This design comes from an exercise in tuning for small area and a short achievable clock period on the open sky130 flow, not from production work.
No functional check of the RTL was part of any run shown here.

## flow/design.v (module list and top-level ports; edited modules follow where they fit)
// module fm_fa: 10 lines
// module fm_ha: 9 lines
// module fm_bsel: 10 lines
// module fm_receiver: 1081 lines
module fm_receiver #(
  parameter int FRAME_LEN = 16
) (
  input  logic        ap_clk,
  input  logic        ap_rst_n,
  input  logic        ap_start,
  output logic        ap_done,
  output logic        ap_idle,
  output logic        ap_ready,
  input  logic [31:0] iq_in_V_TDATA,
  input  logic        iq_in_V_TVALID,
  output logic        iq_in_V_TREADY,
  output logic [31:0] audio_out_V_TDATA,
  output logic        audio_out_V_TVALID,
  input  logic        audio_out_V_TREADY,
  output logic [3:0]  led_out_V,
  input  logic [5:0]  s_axi_API_AWADDR,
  input  logic        s_axi_API_AWVALID,
  output logic        s_axi_API_AWREADY,
  input  logic [31:0] s_axi_API_WDATA,
  input  logic        s_axi_API_WVALID,
  output logic        s_axi_API_WREADY,
  output logic [1:0]  s_axi_API_BRESP,
  output logic        s_axi_API_BVALID,
  input  logic        s_axi_API_BREADY,
  input  logic [5:0]  s_axi_API_ARADDR,
  input  logic        s_axi_API_ARVALID,
  output logic        s_axi_API_ARREADY,
  output logic [31:0] s_axi_API_RDATA,
  output logic [1:0]  s_axi_API_RRESP,
  output logic        s_axi_API_RVALID,
  input  logic        s_axi_API_RREADY
);
  // ...
==> flow/run.sh <==
#!/bin/bash
# synth_recipe.tcl (not shown) runs the flow's synth.tcl, then flattens the netlist and writes it again
# the make line also repeats each setting of config.mk as NAME=value (left out here)
make -C /OpenROAD-flow-scripts/flow DESIGN_CONFIG=/design/flow/config.mk WORK_HOME=/design/flow/orfs CLKGATE_MAP_FILE= SYNTH_SCRIPT=/design/flow/synth_recipe.tcl finish
==> flow/config.mk <==
export PLATFORM = sky130hd
export DESIGN_NAME = fm_receiver
export DESIGN_NICKNAME = fm_receiver
export VERILOG_FILES = /design/flow/design.v
export SDC_FILE = /design/flow/constraint.sdc
export NUM_CORES = 4
export LEC_CHECK = 0
export CAP_MARGIN = 20
export CORE_MARGIN = 2
export CORE_UTILIZATION = 40
export SETUP_SLACK_MARGIN = 5
export SLEW_MARGIN = 20
export SYNTH_HIERARCHICAL = 1
==> flow/constraint.sdc <==
create_clock -name core_clock -period 11.0 [get_ports {ap_clk}]
set_input_delay 2.2000 -clock core_clock [delete_from_list [all_inputs] [get_ports {ap_clk}]]
set_output_delay 2.2000 -clock core_clock [all_outputs]
set_load 0.01 [all_outputs]
==> impl_metrics.env, run 1 <==
export IMPL_clkbuf_count=17
export IMPL_synth_distinct_cells=78
export IMPL_post_cts_buffers=44
export IMPL_synth_mux_area_share_pct=4.78
export IMPL_busiest_layer="met2"
export IMPL_reg2reg_depth=13
export IMPL_arrival_ps=4450
export IMPL_synth_compound_area_share_pct=25.1
export IMPL_relSlewSlack_pct=24.7
export IMPL_min_path_cells=2
export IMPL_cp_top_family="compound AO/OA/AOI/OAI gates"
export IMPL_largest_reg_flops=33
export IMPL_place_area_sq_um=26100
export IMPL_nets=2867
export IMPL_final_cell_mix="295 x xnor2_1, 273 x a22oi_2, 225 x fa_1"
export IMPL_die_h_um=245
export IMPL_antenna_found_initial=0
export IMPL_buf_share_pct=11.0
export IMPL_clk_latency_ps=500
export IMPL_dp_hpwl_um=54300
export IMPL_hold_path_end="rdata[23]$_DFFE_PN0P_"
export IMPL_yosys_area_share_adder_pct=23.3
export IMPL_met2_usage_pct=41.0
export IMPL_tritoncts="done"
export IMPL_cp_depth=17
export IMPL_top_area_cell_class="multi-input combinational cells"
export IMPL_cts_buffer_depth=2
export IMPL_track_usage_pct=25.1
export IMPL_die_width_um=245
export IMPL_maxCapViolCount=0
export IMPL_min_period_ps=6650
export IMPL_io_pins=168
export IMPL_clock_sinks=197
export IMPL_core_area_sq_um=57500
export IMPL_endpoint_kind="primary output"
export IMPL_yosys_warnings=519
export IMPL_min_path_type="flip-flop to flip-flop"
export IMPL_status="complete, no violations"
export IMPL_clkCellAreaFrac_pct=2.30
==> module fm_bsel, before the edit <==
module fm_bsel (
  input  logic one,
  input  logic two,
  input  logic neg,
  input  logic x,
  input  logic xm,
  output logic pp
);
  assign pp = ((one & x) | (two & xm)) ^ neg;
endmodule
==> inputs of run 2 (changes only) <==
--- a/flow/design.v
+++ b/flow/design.v
@@ -12,25 +12,36 @@
   input  logic a,
   input  logic b,
   output logic s,
   output logic co
 );
   assign s  = a ^ b;
   assign co = a & b;
 endmodule
+module fm_ao22 (
+  input  logic a,
+  input  logic b,
+  input  logic c,
+  input  logic d,
+  output logic y
+);
+  assign y = (a & b) | (c & d);
+endmodule
 module fm_bsel (
   input  logic one,
   input  logic two,
   input  logic neg,
   input  logic x,
   input  logic xm,
   output logic pp
 );
-  assign pp = ((one & x) | (two & xm)) ^ neg;
+  logic sel;
+  fm_ao22 u_ao (.a(one), .b(x), .c(two), .d(xm), .y(sel));
+  assign pp = sel ^ neg;
 endmodule
 module fm_receiver #(
   parameter int FRAME_LEN = 16
 ) (
   input  logic        ap_clk,
   input  logic        ap_rst_n,
   input  logic        ap_start,
   output logic        ap_done,
@@ -63,19 +74,19 @@
   localparam int CW = $clog2(FRAME_LEN + 1);
   localparam logic [CW-1:0] LEN_C  = CW'(FRAME_LEN);
   localparam logic [CW-1:0] LAST_C = CW'(FRAME_LEN - 1);
   typedef enum logic [1:0] {S_IDLE, S_RUN, S_DONE} state_t;
   state_t state, state_nxt;
   logic   start, frame_end, running;
   logic [CW-1:0]      in_cnt, out_cnt;
   logic [15:0]        prev_i, prev_q, cur_i, cur_q;
-  logic [32:0]        cs_a_nxt, cs_b_nxt, cs_a, cs_b;
+  logic [32:0]        cs_p_nxt, cs_g_nxt, cs_p, cs_g, cy;
   logic [4:0]         out_shift;
-  logic               out_mute, out_new;
+  logic               out_mute, out_new, out_any, out_zero;
   logic [32:0]        diff;
   logic               sgn, sat_hit;
   logic [30:0]        win4;
   logic [22:0]        win3;
   logic [18:0]        win2;
   logic [16:0]        win1;
   logic [15:0]        win0;
   logic [16:0]        ov_mask;
@@ -969,83 +980,280 @@
   fm_fa u_fa224 (.a(fs165), .b(fc194), .c(fs195), .s(fs224), .co(fc224));
   fm_fa u_fa225 (.a(fs167), .b(fc195), .c(fs196), .s(fs225), .co(fc225));
   fm_fa u_fa226 (.a(fs169), .b(fc196), .c(fs197), .s(fs226), .co(fc226));
   fm_fa u_fa227 (.a(fc169), .b(fs198), .c(fc197), .s(fs227), .co(fc227));
   fm_fa u_fa228 (.a(fs173), .b(fc198), .c(fs199), .s(fs228), .co(fc228));
   fm_fa u_fa229 (.a(fc173), .b(fs200), .c(fc199), .s(fs229), .co(fc229));
   fm_fa u_fa230 (.a(fc174), .b(fs201), .c(fc200), .s(fs230), .co(fc230));
   fm_fa u_fa231 (.a(pp1_7_16), .b(hs22), .c(fc201), .s(fs231), .co(fc231));
-  assign cs_a_nxt = {1'b1, fc231, fc230, fc229, fc228, fc227, fc226, fc225, fc224, fc223, fc222, fc221, fc220, fc219, fc218, fc217, fc216, fc215, fc214, fc213, fc212, fc211, fc210, fc209, fc208, fc207, fc206, fc205, fc204, fc203, fc202, hc23, hs23};
-  assign cs_b_nxt = {1'b0, hc22, fs231, fs230, fs229, fs228, fs227, fs226, fs225, fs224, fs223, fs222, fs221, fs220, fs219, fs218, fs217, fs216, fs215, fs214, fs213, fs212, fs211, fs210, fs209, fs208, fs207, fs206, fs205, fs204, fs203, fs202, pp1_0_0};
-  assign diff = cs_a + cs_b;
+  fm_ha u_ha24 (.a(hs23), .b(pp1_0_0), .s(hs24), .co(hc24));
+  fm_ha u_ha25 (.a(hc23), .b(fs202), .s(hs25), .co(hc25));
+  fm_ha u_ha26 (.a(fc202), .b(fs203), .s(hs26), .co(hc26));
+  fm_ha u_ha27 (.a(fc203), .b(fs204), .s(hs27), .co(hc27));
+  fm_ha u_ha28 (.a(fc204), .b(fs205), .s(hs28), .co(hc28));
+  fm_ha u_ha29 (.a(fc205), .b(fs206), .s(hs29), .co(hc29));
+  fm_ha u_ha30 (.a(fc206), .b(fs207), .s(hs30), .co(hc30));
+  fm_ha u_ha31 (.a(fc207), .b(fs208), .s(hs31), .co(hc31));
+  fm_ha u_ha32 (.a(fc208), .b(fs209), .s(hs32), .co(hc32));
+  fm_ha u_ha33 (.a(fc209), .b(fs210), .s(hs33), .co(hc33));
+  fm_ha u_ha34 (.a(fc210), .b(fs211), .s(hs34), .co(hc34));
+  fm_ha u_ha35 (.a(fc211), .b(fs212), .s(hs35), .co(hc35));
+  fm_ha u_ha36 (.a(fc212), .b(fs213), .s(hs36), .co(hc36));
+  fm_ha u_ha37 (.a(fc213), .b(fs214), .s(hs37), .co(hc37));
+  fm_ha u_ha38 (.a(fc214), .b(fs215), .s(hs38), .co(hc38));
+  fm_ha u_ha39 (.a(fc215), .b(fs216), .s(hs39), .co(hc39));
+  fm_ha u_ha40 (.a(fc216), .b(fs217), .s(hs40), .co(hc40));
+  fm_ha u_ha41 (.a(fc217), .b(fs218), .s(hs41), .co(hc41));
+  fm_ha u_ha42 (.a(fc218), .b(fs219), .s(hs42), .co(hc42));
+  fm_ha u_ha43 (.a(fc219), .b(fs220), .s(hs43), .co(hc43));
+  fm_ha u_ha44 (.a(fc220), .b(fs221), .s(hs44), .co(hc44));
+  fm_ha u_ha45 (.a(fc221), .b(fs222), .s(hs45), .co(hc45));
+  fm_ha u_ha46 (.a(fc222), .b(fs223), .s(hs46), .co(hc46));
+  fm_ha u_ha47 (.a(fc223), .b(fs224), .s(hs47), .co(hc47));
+  fm_ha u_ha48 (.a(fc224), .b(fs225), .s(hs48), .co(hc48));
+  fm_ha u_ha49 (.a(fc225), .b(fs226), .s(hs49), .co(hc49));
+  fm_ha u_ha50 (.a(fc226), .b(fs227), .s(hs50), .co(hc50));
+  fm_ha u_ha51 (.a(fc227), .b(fs228), .s(hs51), .co(hc51));
+  fm_ha u_ha52 (.a(fc228), .b(fs229), .s(hs52), .co(hc52));
+  fm_ha u_ha53 (.a(fc229), .b(fs230), .s(hs53), .co(hc53));
+  fm_ha u_ha54 (.a(fc230), .b(fs231), .s(hs54), .co(hc54));
+  fm_ha u_ha55 (.a(fc231), .b(hc22), .s(hs55), .co(hc55));
+  assign cs_p_nxt = {1'b1, hs55, hs54, hs53, hs52, hs51, hs50, hs49, hs48, hs47, hs46, hs45, hs44, hs43, hs42, hs41, hs40, hs39, hs38, hs37, hs36, hs35, hs34, hs33, hs32, hs31, hs30, hs29, hs28, hs27, hs26, hs25, hs24};
+  assign cs_g_nxt = {1'b0, hc55, hc54, hc53, hc52, hc51, hc50, hc49, hc48, hc47, hc46, hc45, hc44, hc43, hc42, hc41, hc40, hc39, hc38, hc37, hc36, hc35, hc34, hc33, hc32, hc31, hc30, hc29, hc28, hc27, hc26, hc25, hc24};
+  wire pg0_1 = cs_g[1] | (cs_p[1] & cs_g[0]);
+  wire pp0_1 = cs_p[1] & cs_p[0];
+  wire pg0_3 = cs_g[3] | (cs_p[3] & cs_g[2]);
+  wire pp0_3 = cs_p[3] & cs_p[2];
+  wire pg0_5 = cs_g[5] | (cs_p[5] & cs_g[4]);
+  wire pp0_5 = cs_p[5] & cs_p[4];
+  wire pg0_7 = cs_g[7] | (cs_p[7] & cs_g[6]);
+  wire pp0_7 = cs_p[7] & cs_p[6];
+  wire pg0_9 = cs_g[9] | (cs_p[9] & cs_g[8]);
+  wire pp0_9 = cs_p[9] & cs_p[8];
+  wire pg0_11 = cs_g[11] | (cs_p[11] & cs_g[10]);
+  wire pp0_11 = cs_p[11] & cs_p[10];
+  wire pg0_13 = cs_g[13] | (cs_p[13] & cs_g[12]);
+  wire pp0_13 = cs_p[13] & cs_p[12];
+  wire pg0_15 = cs_g[15] | (cs_p[15] & cs_g[14]);
+  wire pp0_15 = cs_p[15] & cs_p[14];
+  wire pg0_17 = cs_g[17] | (cs_p[17] & cs_g[16]);
+  wire pp0_17 = cs_p[17] & cs_p[16];
+  wire pg0_19 = cs_g[19] | (cs_p[19] & cs_g[18]);
+  wire pp0_19 = cs_p[19] & cs_p[18];
+  wire pg0_21 = cs_g[21] | (cs_p[21] & cs_g[20]);
+  wire pp0_21 = cs_p[21] & cs_p[20];
+  wire pg0_23 = cs_g[23] | (cs_p[23] & cs_g[22]);
+  wire pp0_23 = cs_p[23] & cs_p[22];
+  wire pg0_25 = cs_g[25] | (cs_p[25] & cs_g[24]);
+  wire pp0_25 = cs_p[25] & cs_p[24];
+  wire pg0_27 = cs_g[27] | (cs_p[27] & cs_g[26]);
+  wire pp0_27 = cs_p[27] & cs_p[26];
+  wire pg0_29 = cs_g[29] | (cs_p[29] & cs_g[28]);
+  wire pp0_29 = cs_p[29] & cs_p[28];
+  wire pg0_31 = cs_g[31] | (cs_p[31] & cs_g[30]);
+  wire pp0_31 = cs_p[31] & cs_p[30];
+  wire pg1_2 = cs_g[2] | (cs_p[2] & pg0_1);
+  wire pp1_2 = cs_p[2] & pp0_1;
+  wire pg1_3 = pg0_3 | (pp0_3 & pg0_1);
+  wire pp1_3 = pp0_3 & pp0_1;
+  wire pg1_6 = cs_g[6] | (cs_p[6] & pg0_5);
+  wire pp1_6 = cs_p[6] & pp0_5;
+  wire pg1_7 = pg0_7 | (pp0_7 & pg0_5);
+  wire pp1_7 = pp0_7 & pp0_5;
+  wire pg1_10 = cs_g[10] | (cs_p[10] & pg0_9);
+  wire pp1_10 = cs_p[10] & pp0_9;
+  wire pg1_11 = pg0_11 | (pp0_11 & pg0_9);
+  wire pp1_11 = pp0_11 & pp0_9;
+  wire pg1_14 = cs_g[14] | (cs_p[14] & pg0_13);
+  wire pp1_14 = cs_p[14] & pp0_13;
+  wire pg1_15 = pg0_15 | (pp0_15 & pg0_13);
+  wire pp1_15 = pp0_15 & pp0_13;
+  wire pg1_18 = cs_g[18] | (cs_p[18] & pg0_17);
+  wire pp1_18 = cs_p[18] & pp0_17;
+  wire pg1_19 = pg0_19 | (pp0_19 & pg0_17);
+  wire pp1_19 = pp0_19 & pp0_17;
+  wire pg1_22 = cs_g[22] | (cs_p[22] & pg0_21);
+  wire pp1_22 = cs_p[22] & pp0_21;
+  wire pg1_23 = pg0_23 | (pp0_23 & pg0_21);
+  wire pp1_23 = pp0_23 & pp0_21;
+  wire pg1_26 = cs_g[26] | (cs_p[26] & pg0_25);
+  wire pp1_26 = cs_p[26] & pp0_25;
+  wire pg1_27 = pg0_27 | (pp0_27 & pg0_25);
+  wire pp1_27 = pp0_27 & pp0_25;
+  wire pg1_30 = cs_g[30] | (cs_p[30] & pg0_29);
+  wire pp1_30 = cs_p[30] & pp0_29;
+  wire pg1_31 = pg0_31 | (pp0_31 & pg0_29);
+  wire pp1_31 = pp0_31 & pp0_29;
+  wire pg2_4 = cs_g[4] | (cs_p[4] & pg1_3);
+  wire pp2_4 = cs_p[4] & pp1_3;
+  wire pg2_5 = pg0_5 | (pp0_5 & pg1_3);
+  wire pp2_5 = pp0_5 & pp1_3;
+  wire pg2_6 = pg1_6 | (pp1_6 & pg1_3);
+  wire pp2_6 = pp1_6 & pp1_3;
+  wire pg2_7 = pg1_7 | (pp1_7 & pg1_3);
+  wire pp2_7 = pp1_7 & pp1_3;
+  wire pg2_12 = cs_g[12] | (cs_p[12] & pg1_11);
+  wire pp2_12 = cs_p[12] & pp1_11;
+  wire pg2_13 = pg0_13 | (pp0_13 & pg1_11);
+  wire pp2_13 = pp0_13 & pp1_11;
+  wire pg2_14 = pg1_14 | (pp1_14 & pg1_11);
+  wire pp2_14 = pp1_14 & pp1_11;
+  wire pg2_15 = pg1_15 | (pp1_15 & pg1_11);
+  wire pp2_15 = pp1_15 & pp1_11;
+  wire pg2_20 = cs_g[20] | (cs_p[20] & pg1_19);
+  wire pp2_20 = cs_p[20] & pp1_19;
+  wire pg2_21 = pg0_21 | (pp0_21 & pg1_19);
+  wire pp2_21 = pp0_21 & pp1_19;
+  wire pg2_22 = pg1_22 | (pp1_22 & pg1_19);
+  wire pp2_22 = pp1_22 & pp1_19;
+  wire pg2_23 = pg1_23 | (pp1_23 & pg1_19);
+  wire pp2_23 = pp1_23 & pp1_19;
+  wire pg2_28 = cs_g[28] | (cs_p[28] & pg1_27);
+  wire pp2_28 = cs_p[28] & pp1_27;
+  wire pg2_29 = pg0_29 | (pp0_29 & pg1_27);
+  wire pp2_29 = pp0_29 & pp1_27;
+  wire pg2_30 = pg1_30 | (pp1_30 & pg1_27);
+  wire pp2_30 = pp1_30 & pp1_27;
+  wire pg2_31 = pg1_31 | (pp1_31 & pg1_27);
+  wire pp2_31 = pp1_31 & pp1_27;
+  wire pg3_8 = cs_g[8] | (cs_p[8] & pg2_7);
+  wire pp3_8 = cs_p[8] & pp2_7;
+  wire pg3_9 = pg0_9 | (pp0_9 & pg2_7);
+  wire pp3_9 = pp0_9 & pp2_7;
+  wire pg3_10 = pg1_10 | (pp1_10 & pg2_7);
+  wire pp3_10 = pp1_10 & pp2_7;
+  wire pg3_11 = pg1_11 | (pp1_11 & pg2_7);
+  wire pp3_11 = pp1_11 & pp2_7;
+  wire pg3_12 = pg2_12 | (pp2_12 & pg2_7);
+  wire pp3_12 = pp2_12 & pp2_7;
+  wire pg3_13 = pg2_13 | (pp2_13 & pg2_7);
+  wire pp3_13 = pp2_13 & pp2_7;
+  wire pg3_14 = pg2_14 | (pp2_14 & pg2_7);
+  wire pp3_14 = pp2_14 & pp2_7;
+  wire pg3_15 = pg2_15 | (pp2_15 & pg2_7);
+  wire pp3_15 = pp2_15 & pp2_7;
+  wire pg3_24 = cs_g[24] | (cs_p[24] & pg2_23);
+  wire pp3_24 = cs_p[24] & pp2_23;
+  wire pg3_25 = pg0_25 | (pp0_25 & pg2_23);
+  wire pp3_25 = pp0_25 & pp2_23;
+  wire pg3_26 = pg1_26 | (pp1_26 & pg2_23);
+  wire pp3_26 = pp1_26 & pp2_23;
+  wire pg3_27 = pg1_27 | (pp1_27 & pg2_23);
+  wire pp3_27 = pp1_27 & pp2_23;
+  wire pg3_28 = pg2_28 | (pp2_28 & pg2_23);
+  wire pp3_28 = pp2_28 & pp2_23;
+  wire pg3_29 = pg2_29 | (pp2_29 & pg2_23);
+  wire pp3_29 = pp2_29 & pp2_23;
+  wire pg3_30 = pg2_30 | (pp2_30 & pg2_23);
+  wire pp3_30 = pp2_30 & pp2_23;
+  wire pg3_31 = pg2_31 | (pp2_31 & pg2_23);
+  wire pp3_31 = pp2_31 & pp2_23;
+  wire pg4_16 = cs_g[16] | (cs_p[16] & pg3_15);
+  wire pp4_16 = cs_p[16] & pp3_15;
+  wire pg4_17 = pg0_17 | (pp0_17 & pg3_15);
+  wire pp4_17 = pp0_17 & pp3_15;
+  wire pg4_18 = pg1_18 | (pp1_18 & pg3_15);
+  wire pp4_18 = pp1_18 & pp3_15;
+  wire pg4_19 = pg1_19 | (pp1_19 & pg3_15);
+  wire pp4_19 = pp1_19 & pp3_15;
+  wire pg4_20 = pg2_20 | (pp2_20 & pg3_15);
+  wire pp4_20 = pp2_20 & pp3_15;
+  wire pg4_21 = pg2_21 | (pp2_21 & pg3_15);
+  wire pp4_21 = pp2_21 & pp3_15;
+  wire pg4_22 = pg2_22 | (pp2_22 & pg3_15);
+  wire pp4_22 = pp2_22 & pp3_15;
+  wire pg4_23 = pg2_23 | (pp2_23 & pg3_15);
+  wire pp4_23 = pp2_23 & pp3_15;
+  wire pg4_24 = pg3_24 | (pp3_24 & pg3_15);
+  wire pp4_24 = pp3_24 & pp3_15;
+  wire pg4_25 = pg3_25 | (pp3_25 & pg3_15);
+  wire pp4_25 = pp3_25 & pp3_15;
+  wire pg4_26 = pg3_26 | (pp3_26 & pg3_15);
+  wire pp4_26 = pp3_26 & pp3_15;
+  wire pg4_27 = pg3_27 | (pp3_27 & pg3_15);
+  wire pp4_27 = pp3_27 & pp3_15;
+  wire pg4_28 = pg3_28 | (pp3_28 & pg3_15);
+  wire pp4_28 = pp3_28 & pp3_15;
+  wire pg4_29 = pg3_29 | (pp3_29 & pg3_15);
+  wire pp4_29 = pp3_29 & pp3_15;
+  wire pg4_30 = pg3_30 | (pp3_30 & pg3_15);
+  wire pp4_30 = pp3_30 & pp3_15;
+  wire pg4_31 = pg3_31 | (pp3_31 & pg3_15);
+  wire pp4_31 = pp3_31 & pp3_15;
+  wire pg5_32 = cs_g[32] | (cs_p[32] & pg4_31);
+  wire pp5_32 = cs_p[32] & pp4_31;
+  assign cy = {pg4_31, pg4_30, pg4_29, pg4_28, pg4_27, pg4_26, pg4_25, pg4_24, pg4_23, pg4_22, pg4_21, pg4_20, pg4_19, pg4_18, pg4_17, pg4_16, pg3_15, pg3_14, pg3_13, pg3_12, pg3_11, pg3_10, pg3_9, pg3_8, pg2_7, pg2_6, pg2_5, pg2_4, pg1_3, pg1_2, pg0_1, cs_g[0], 1'b0};
+  assign diff = cs_p ^ cy;
   assign sgn  = diff[32];
   always_comb begin
     for (int i = 0; i < 31; i++) win4[i] = out_shift[4] ? ((i + 16 <= 32) ? diff[(i + 16 <= 32) ? i + 16 : 32] : sgn) : diff[i];
     for (int i = 0; i < 23; i++) win3[i] = out_shift[3] ? win4[i + 8] : win4[i];
     for (int i = 0; i < 19; i++) win2[i] = out_shift[2] ? win3[i + 4] : win3[i];
     for (int i = 0; i < 17; i++) win1[i] = out_shift[1] ? win2[i + 2] : win2[i];
     for (int i = 0; i < 16; i++) win0[i] = out_shift[0] ? win1[i + 1] : win1[i];
   end
   always_comb begin
     for (int j = 0; j < 17; j++) ov_mask[j] = (5'(j) >= out_shift);
   end
   assign sat_hit = |((diff[31:15] ^ {17{sgn}}) & ov_mask);
   always_comb begin
     sample = win0;
     if (sat_hit)  sample = sgn ? 16'h8000 : 16'h7FFF;
-    if (out_mute) sample = 16'h0000;
+    if (out_zero) sample = 16'h0000;
   end
+  assign out_zero   = out_mute || !out_any;
   assign sat_sticky = sat_held || (out_new && sat_hit);
   always_ff @(posedge ap_clk or negedge ap_rst_n) begin
     if (!ap_rst_n) begin
-      prev_i       <= '0;
-      prev_q       <= '0;
       in_cnt       <= '0;
       out_cnt      <= '0;
       out_vld      <= 1'b0;
-      cs_a         <= '0;
-      cs_b         <= '0;
-      out_shift    <= '0;
-      out_mute     <= 1'b0;
+      out_any      <= 1'b0;
       out_new      <= 1'b0;
       sat_held     <= 1'b0;
       done_sticky  <= 1'b0;
       sample_count <= '0;
     end else begin
       out_new <= in_acc;
       if (start) begin
-        prev_i      <= '0;
-        prev_q      <= '0;
         in_cnt      <= '0;
         out_cnt     <= '0;
         sat_held    <= 1'b0;
         done_sticky <= 1'b0;
       end else begin
-        if (in_acc) begin
-          prev_i <= cur_i;
-          prev_q <= cur_q;
-          in_cnt <= in_cnt + CW'(1);
-        end
+        if (in_acc)    in_cnt      <= in_cnt + CW'(1);
         sat_held <= sat_sticky;
         if (out_hs)    out_cnt     <= out_cnt + CW'(1);
         if (frame_end) done_sticky <= 1'b1;
       end
       if (in_acc) sample_count <= sample_count + 32'd1;
       if (in_acc) begin
-        out_vld   <= 1'b1;
-        cs_a      <= cs_a_nxt;
-        cs_b      <= cs_b_nxt;
-        out_shift <= shift;
-        out_mute  <= mute;
+        out_vld <= 1'b1;
+        out_any <= 1'b1;
       end else if (out_hs) begin
         out_vld <= 1'b0;
       end
     end
   end
+  always_ff @(posedge ap_clk) begin
+    if (start) begin
+      prev_i <= '0;
+      prev_q <= '0;
+    end else if (in_acc) begin
+      prev_i <= cur_i;
+      prev_q <= cur_q;
+    end
+    if (in_acc) begin
+      cs_p      <= cs_p_nxt;
+      cs_g      <= cs_g_nxt;
+      out_shift <= shift;
+      out_mute  <= mute;
+    end
+  end
   assign audio_out_V_TDATA  = {sample, sample};
   assign audio_out_V_TVALID = out_vld;
   assign led_out_V = led_ovr ? led_val : {out_vld, done_sticky, sat_sticky, running};
   assign wr_acc            = s_axi_API_AWVALID && s_axi_API_WVALID && !bvalid;
   assign s_axi_API_AWREADY = wr_acc;
   assign s_axi_API_WREADY  = wr_acc;
   assign s_axi_API_BVALID  = bvalid;
   assign s_axi_API_BRESP   = 2'b00;
==> impl_metrics.env, run 2 <==
export IMPL_cp_slowest_cell="or4_4"
export IMPL_yosys_top_cells_area="fa_1 22%, xor2_1 12%, a22o_1 12%"
export IMPL_overflow=0
export IMPL_clockRootBuffer="clkbuf_16"
export IMPL_yosys_top_cells_count="304 x xor2_1, 283 x a22o_1, 232 x fa_1, 172 x nand2_1, 95 x a21oi_1"
export IMPL_track_usage_pct=25.5
export IMPL_maxCapViolCount=0
export IMPL_routedWlPerCell_um=23.7
export IMPL_first_pass_iters=5
export IMPL_top_layer="met4"
export IMPL_status="complete, no violations"
export IMPL_gp_congestion=0.914
export IMPL_yosysMostFrequentCell="xor2_1"
export IMPL_critical_path_buf_inv_count=3
export IMPL_antenna_found_initial=0
export IMPL_synth_distinct_cells=95
export IMPL_skew_ps=19.8
export IMPL_drive_gt1_share_pct=17.1
export IMPL_avgSynthCellArea_sq_um=10.5
export IMPL_row_count=84
export IMPL_die_h_um=236
export IMPL_clock_sinks=197
export IMPL_worstPathRequired_ps=8800
export IMPL_drv_slew=0
export IMPL_drtIter0Drc=1281
export IMPL_setup_viol=0
export IMPL_synth_edf_count=70
export IMPL_min_path_type="flip-flop to flip-flop"
export IMPL_endpoint_kind="primary output"
export IMPL_arrival_ps=4280
export IMPL_cp_max_fo=5
export IMPL_synth_cells=2051
export IMPL_initial_core_util_pct=40.7
export IMPL_hold_ws_ps=460
export IMPL_path_cells="nand2_1 > nor3_4 > buf_4 > o311a_4 > nor2_4 > o21ai_0 > a21oi_1 > o2111ai_1 > o211ai_1 > or4_4 > buf_6 > a221oi_4 > nor2_2 > buf_2"
export IMPL_cts_buffer_depth=2
export IMPL_final_common_cell="xor2_1"
export IMPL_place_area_sq_um=23900
export IMPL_synth_area_sq_um=21500
export IMPL_cp_top_family="compound AO/OA/AOI/OAI gates"
export IMPL_rsz0062_at_grt="true"
export IMPL_max_freq_ghz=0.154
export IMPL_die_width_um=236
export IMPL_clk_latency_ps=500
export IMPL_cts_buffers_inserted=17
export IMPL_fillers=4869
export IMPL_fin_crit_sh_pct=58.9
export IMPL_yosysTopAreaCell="fa_1"
export IMPL_post_route_util_pct=49.1
export IMPL_vias=18061
export IMPL_hold_viol_final=0
export IMPL_async_flop_share_pct=48.2
export IMPL_dieArea_sq_um=55600
export IMPL_syn2layout_area_growth_pct=20.6
export IMPL_clk_pin_slew_ps=80
export IMPL_min_period_ps=6480
export IMPL_worst_slew_pin_slew_ps=1070
export IMPL_synth_top_area_share_pct=21.6
export IMPL_synth_yosys_seq_area_share_pct=23.8
export IMPL_io_pins=168
export IMPL_dp_hpwl_um=51000
export IMPL_htree_levels=4
export IMPL_synth_seq_cells=197
export IMPL_tritoncts="done"
export IMPL_grt_pass1_wl_um=110000
export IMPL_detail_route_antenna_nets=0
export IMPL_wl_met2_um=33000
export IMPL_fin_setup_tns_ps=0
export IMPL_finalWirelength_um=71100
export IMPL_relSlewSlack_pct=28.4
export IMPL_port_buffer_count=137
export IMPL_ys_flop_type="dfrtp_1"
export IMPL_crit_type="flip-flop to primary output"
export IMPL_viasPerCell=6.02
export IMPL_grt_max_degree=63
export IMPL_design_area_sq_um=25900
export IMPL_met3_length_um=5290
export IMPL_cp_start_kind="flip-flop"
export IMPL_diodes=0
export IMPL_drt_met1_wl_um=30500
export IMPL_slowest_delay_ps=600
export IMPL_yosys_warnings=583
export IMPL_final_cell_mix="294 x xor2_1, 283 x a22o_1, 225 x fa_1"
export IMPL_drc=0
export IMPL_first_global_vias=18417
export IMPL_nets=2680
export IMPL_core_area_sq_um=52900
## run 2: changes by cell type after synthesis, moves of 32 or more
cell / previous run / this run
a22o_1: 4 / 283
xnor2_1: 308 / 32
a22oi_2: 272 / 0
xor2_1: 40 / 304
dfrtp_1: 193 / 91
edfxtp_1: 0 / 70
mux2_2: 85 / 19
o21ai_0: 94 / 60
dfxtp_1: 0 / 32
## run 2: routing by layer
layer  GRT usage [%]  vias up
li1                -     8061
met1            34.1     9056
met2            41.2      784
met3            5.31      160
met4            9.07        0
met5               0        -
## run 2: worst reg2reg max path: stages, from the launching register on
cell     delay, ps
dfxtp_1        430
buf_4          370
inv_1          110
or3_1          310
o21ai_0        310
buf_4          320
a22o_1         160
xor2_1         210
fa_1           470
fa_1           590
fa_1           480
fa_2           400
fa_1           530
fa_1           410
ha_1           280
## run 2: cell type report
type | instances | area, sq um | area share, %
multi-input combinational | 1764 | 16800 | 64.6
sequential | 197 | 5120 | 19.8
timing repair buffer | 281 | 2430 | 9.36
tap | 688 | 861 | 3.32
clock buffer | 17 | 425 | 1.64
clock inverter | 15 | 193 | 0.743
inverter | 35 | 138 | 0.530
timing repair inverter | 1 | 5.00 | 0.0193
## run 2: final timing paths
| kind | startpoint | end | slack [ps] | cells after the start |
|---|---|---|---|---|
| worst max-delay path | cs_p[8]$_DFFE_PP_ | audio_out_V_TDATA[24] | 4520 | 14 |
| worst min-delay path | prev_i[11]$_SDFFE_PP0P_ | prev_i[11]$_SDFFE_PP0P_ | 460 | 2 |
| worst max register to register | prev_i[9]$_SDFFE_PP0P_ | cs_p[16]$_DFFE_PP_ | 5360 | 14 |
| worst min register to register | prev_i[11]$_SDFFE_PP0P_ | prev_i[11]$_SDFFE_PP0P_ | 460 | 2 |
| max in group asynchronous | ap_rst_n | out_cnt[0]$_DFFE_PN0P_ | 8260 | 2 |
| min in group asynchronous | ap_rst_n | sample_count[31]$_DFFE_PN0P_ | 1700 | 1 |
## run 2: cells by family after synthesis
logic type,after synthesis,share of synthesized area [%]
buffers and inverters,117,2.52
muxes,38,1.94
adders and majority gates,297,25.4
and+or+nand+nor,415,9.17
other,2,0.0349
xor gates and xnor gates,336,13.7
DFF,197,23.8
AOI/OAI and AO/OA,649,23.5
## run 2: timing repair
action,CTS,global route
pin swaps,47,22
cloned,1,2
gates resized for setup,322,76
buffers inserted,73,13
endpoints found under the hold margin,0,0
hold buffers,0,0
endpoints found under the setup margin,62,47
## run 2: per-stage QoR
stage | instances | setup WS, ps
floorplan | 2078 | 5060
global placement | 2877 | 3610
detailed placement | 2877 | 3570
CTS | 2983 | 4610
global route | 2998 | 4390
finish | 2998 | 4520
## run 2: per-module statistics from Yosys, one instance, submodules excluded
module / cells inside / flip-flops and latches / copies in the design / cell area, sq um
fm_ao22: 1 / 0 / 272 / 8.76
fm_fa: 1 / 0 / 232 / 20.0
fm_bsel: 1 / 0 / 272 / 8.76
fm_ha: 1 / 0 / 56 / 12.5
fm_receiver: 1219 / 197 / 1 / 11400
==> inputs of run 3 (changes only) <==
--- a/flow/config.mk
+++ b/flow/config.mk
@@ -7,2 +7,3 @@
 export LEC_CHECK = 0
+export ABC_CLOCK_PERIOD_IN_PS = 3000
 export CAP_MARGIN = 20
==> impl_metrics.env, run 3 <==
export IMPL_status="complete, no violations"
export IMPL_vias=18061
export IMPL_final_cell_mix="294 x xor2_1, 283 x a22o_1, 225 x fa_1"
export IMPL_async_flop_share_pct=48.2
export IMPL_die_h_um=236
export IMPL_critPathLaunch="cs_p[8]$_DFFE_PP_"
export IMPL_synth_seq_cells=197
export IMPL_avgSynthCellArea_sq_um=10.5
export IMPL_drive_gt1_share_pct=17.1
export IMPL_gp_congestion=0.914
export IMPL_worstHoldStart="prev_i[11]$_SDFFE_PP0P_"
export IMPL_hold_viol_final=0
export IMPL_syn2layout_area_growth_pct=20.6
export IMPL_fin_crit_sh_pct=58.9
export IMPL_reg2reg_to="cs_p[16]$_DFFE_PP_"
export IMPL_yosysTopAreaCell="fa_1"
export IMPL_r2r_start="prev_i[9]$_SDFFE_PP0P_"
export IMPL_drtIter0Drc=1281
export IMPL_core_area_sq_um=52900
export IMPL_io_pins=168
export IMPL_nets=2680
export IMPL_crit_type="flip-flop to primary output"
export IMPL_instances_no_fill=2998
export IMPL_tritoncts="done"
export IMPL_htree_levels=4
export IMPL_drv_slew=0
export IMPL_fin_setup_tns_ps=0
export IMPL_clock_sinks=197
export IMPL_postCtsHoldBufs=0
export IMPL_cts_buffers_inserted=17
export IMPL_path_cells="nand2_1 > nor3_4 > buf_4 > o311a_4 > nor2_4 > o21ai_0 > a21oi_1 > o2111ai_1 > o211ai_1 > or4_4 > buf_6 > a221oi_4 > nor2_2 > buf_2"
export IMPL_cts_buffer_depth=2
export IMPL_dieArea_sq_um=55600
export IMPL_clk_pin_slew_ps=80
export IMPL_grt_pass1_wl_um=110000
export IMPL_yosysMostFrequentCell="xor2_1"
export IMPL_synth_top_area_share_pct=21.6
export IMPL_cp_max_fo=5
export IMPL_maxCapViolCount=0
export IMPL_cp_start_kind="flip-flop"
export IMPL_dp_hpwl_um=51000
export IMPL_relSlewSlack_pct=28.4
export IMPL_max_freq_ghz=0.154
export IMPL_synth_area_sq_um=21500
export IMPL_row_count=84
export IMPL_worstPathRequired_ps=8800
export IMPL_viasPerCell=6.02
export IMPL_synth_distinct_cells=95
export IMPL_synth_yosys_seq_area_share_pct=23.8
export IMPL_clk_latency_ps=500
export IMPL_grt_max_degree=63
export IMPL_synth_edf_count=70
export IMPL_dp_cells=2877
export IMPL_min_period_ps=6480
export IMPL_yosys_top_cells_area="fa_1 22%, xor2_1 12%, a22o_1 12%"
export IMPL_synth_cells=2051
export IMPL_track_usage_pct=25.5
export IMPL_initial_core_util_pct=40.7
export IMPL_endpoint="audio_out_V_TDATA[24]"
export IMPL_reg2reg_slack_ps=5360
export IMPL_slowest_delay_ps=600
export IMPL_diodes=0
export IMPL_overflow=0
export IMPL_post_route_util_pct=49.1
export IMPL_min_path_type="flip-flop to flip-flop"
export IMPL_drc=0
export IMPL_ys_flop_type="dfrtp_1"
export IMPL_port_buffer_count=137
export IMPL_finalWirelength_um=71100
export IMPL_antenna_found_initial=0
export IMPL_first_global_vias=18417
export IMPL_detail_route_antenna_nets=0
export IMPL_fillers=4869
export IMPL_rsz0062_at_grt="true"
export IMPL_skew_ps=19.8
export IMPL_endpoint_kind="primary output"
export IMPL_yosys_warnings=583
export IMPL_clockRootBuffer="clkbuf_16"
export IMPL_routedWlPerCell_um=23.7
export IMPL_arrival_ps=4280
export IMPL_final_common_cell="xor2_1"
export IMPL_reg2reg_depth=14
export IMPL_setup_viol=0
export IMPL_first_pass_iters=5
export IMPL_yosys_top_cells_count="304 x xor2_1, 283 x a22o_1, 232 x fa_1, 172 x nand2_1, 95 x a21oi_1"
export IMPL_worst_slew_pin_slew_ps=1070
export IMPL_die_width_um=236
export IMPL_cp_slowest_cell="or4_4"
==> run 3: repair_timing <==
item | 4_1_cts | 5_1_grt
gates cloned | 1 | 2
gates resized for setup | 322 | 76
pin swaps | 47 | 22
setup buffers | 73 | 13
setup endpoints to repair | 62 | 47
==> run 3: through the flow <==
| stage | setup slack [ps] | hold slack, ps | cell area (sq um) |
|---|---|---|---|
| finish | 4520 | 460 | 25900 |
| global route | 4390 | 481 | 25900 |
| CTS | 4610 | 467 | 25700 |
| detailed placement | 3570 | 456 | 23900 |
| global placement | 3610 | 444 | 23900 |
| floorplan | 5060 | 425 | 21600 |
==> run 3: worst min-delay path by stage <==
stage                              end  slack [ps]  cells past startpoint
2_1_floorplan       out_mute$_DFFE_PP_         420                      0
3_3_place_gp   prev_i[11]$_SDFFE_PP0P_         440                      2
3_5_place_dp   prev_i[11]$_SDFFE_PP0P_         460                      2
4_1_cts        prev_i[11]$_SDFFE_PP0P_         470                      2
5_1_grt        prev_i[11]$_SDFFE_PP0P_         480                      2
6_report       prev_i[11]$_SDFFE_PP0P_         460                      2
==> run 3: kinds of logic (layout without fill, tap and decap cells) <==
logic type	Yosys count	count (layout)	synth area share (%)
buf+inv	117	349	2.52
flops	197	197	23.8
compound gates	649	649	23.5
xor+xnor	336	336	13.7
other cells	2	29	0.0349
mux	38	38	1.94
fa+ha+maj	297	297	25.4
simple gates	415	415	9.17
==> run 3: per-layer routing <==
layer / track usage (%) / vias to the layer above / part of all wire, %
met5: 0 / - / 0
met4: 9.07 / 0 / 3.2
met3: 5.31 / 160 / 7.4
met2: 41.2 / 784 / 46
met1: 34.1 / 9056 / 43
li1: - / 8061 / -
==> run 3: area by class of cell <==
cell class              instances  area, sq um  area share (%)
clock inverters                15          193           0.743
flip-flops and latches        197         5120            19.8
clock buffers                  17          425            1.64
well taps                     688          861            3.32
repair buffers                281         2430            9.36
inverters                      35          138           0.530
repair inverters                1         5.00          0.0193
multi-input cells            1764        16800            64.6
==> run 3: worst max-delay path: cells and delay by family, from the launching register on <==
kind                   cells  cell delay (ps)
AOI/OAI and AO/OA          6             1600
buffers and inverters      3              470
DFF                        1              440
and+or+nand+nor            5             1270
==> run 3: modules after synthesis, one instance, submodules excluded <==
module,flops+latches,times used,cells inside
fm_fa,0,232,1
fm_bsel,0,272,1
fm_ha,0,56,1
fm_ao22,0,272,1
fm_receiver,197,1,1219

==> re-timing with driven ports <==
No port has a modelled driver above. Below, the same layouts with a new extraction and two added sets of constraints. Step 1 (the two cells are an assumption about what drives the block):
set clk [get_ports {ap_clk}]
set_driving_cell -lib_cell sky130_fd_sc_hd__clkbuf_16 $clk
set_driving_cell -lib_cell sky130_fd_sc_hd__buf_2 [delete_from_list [all_inputs] $clk]
Step 2 times the ports against the registers' clock, not the clock port: input delays grow and output delays shrink by t, the midpoint of the rising clock arrivals with the driver on. Three values: ideal, step 1, step 2; two values: the first two.
run | shift t [ns] | slack for setup (ns) | worst slew at a driven data input, ns
run 1 | 0.548 | 4.347 / 4.285 / 4.501 | 0.11
run 2 | 0.548 | 4.516 / 4.463 / 4.550 | 0.05
run 3 | 0.548 | 4.516 / 4.463 / 4.550 | 0.05
After both steps every run listed still meets setup and hold.
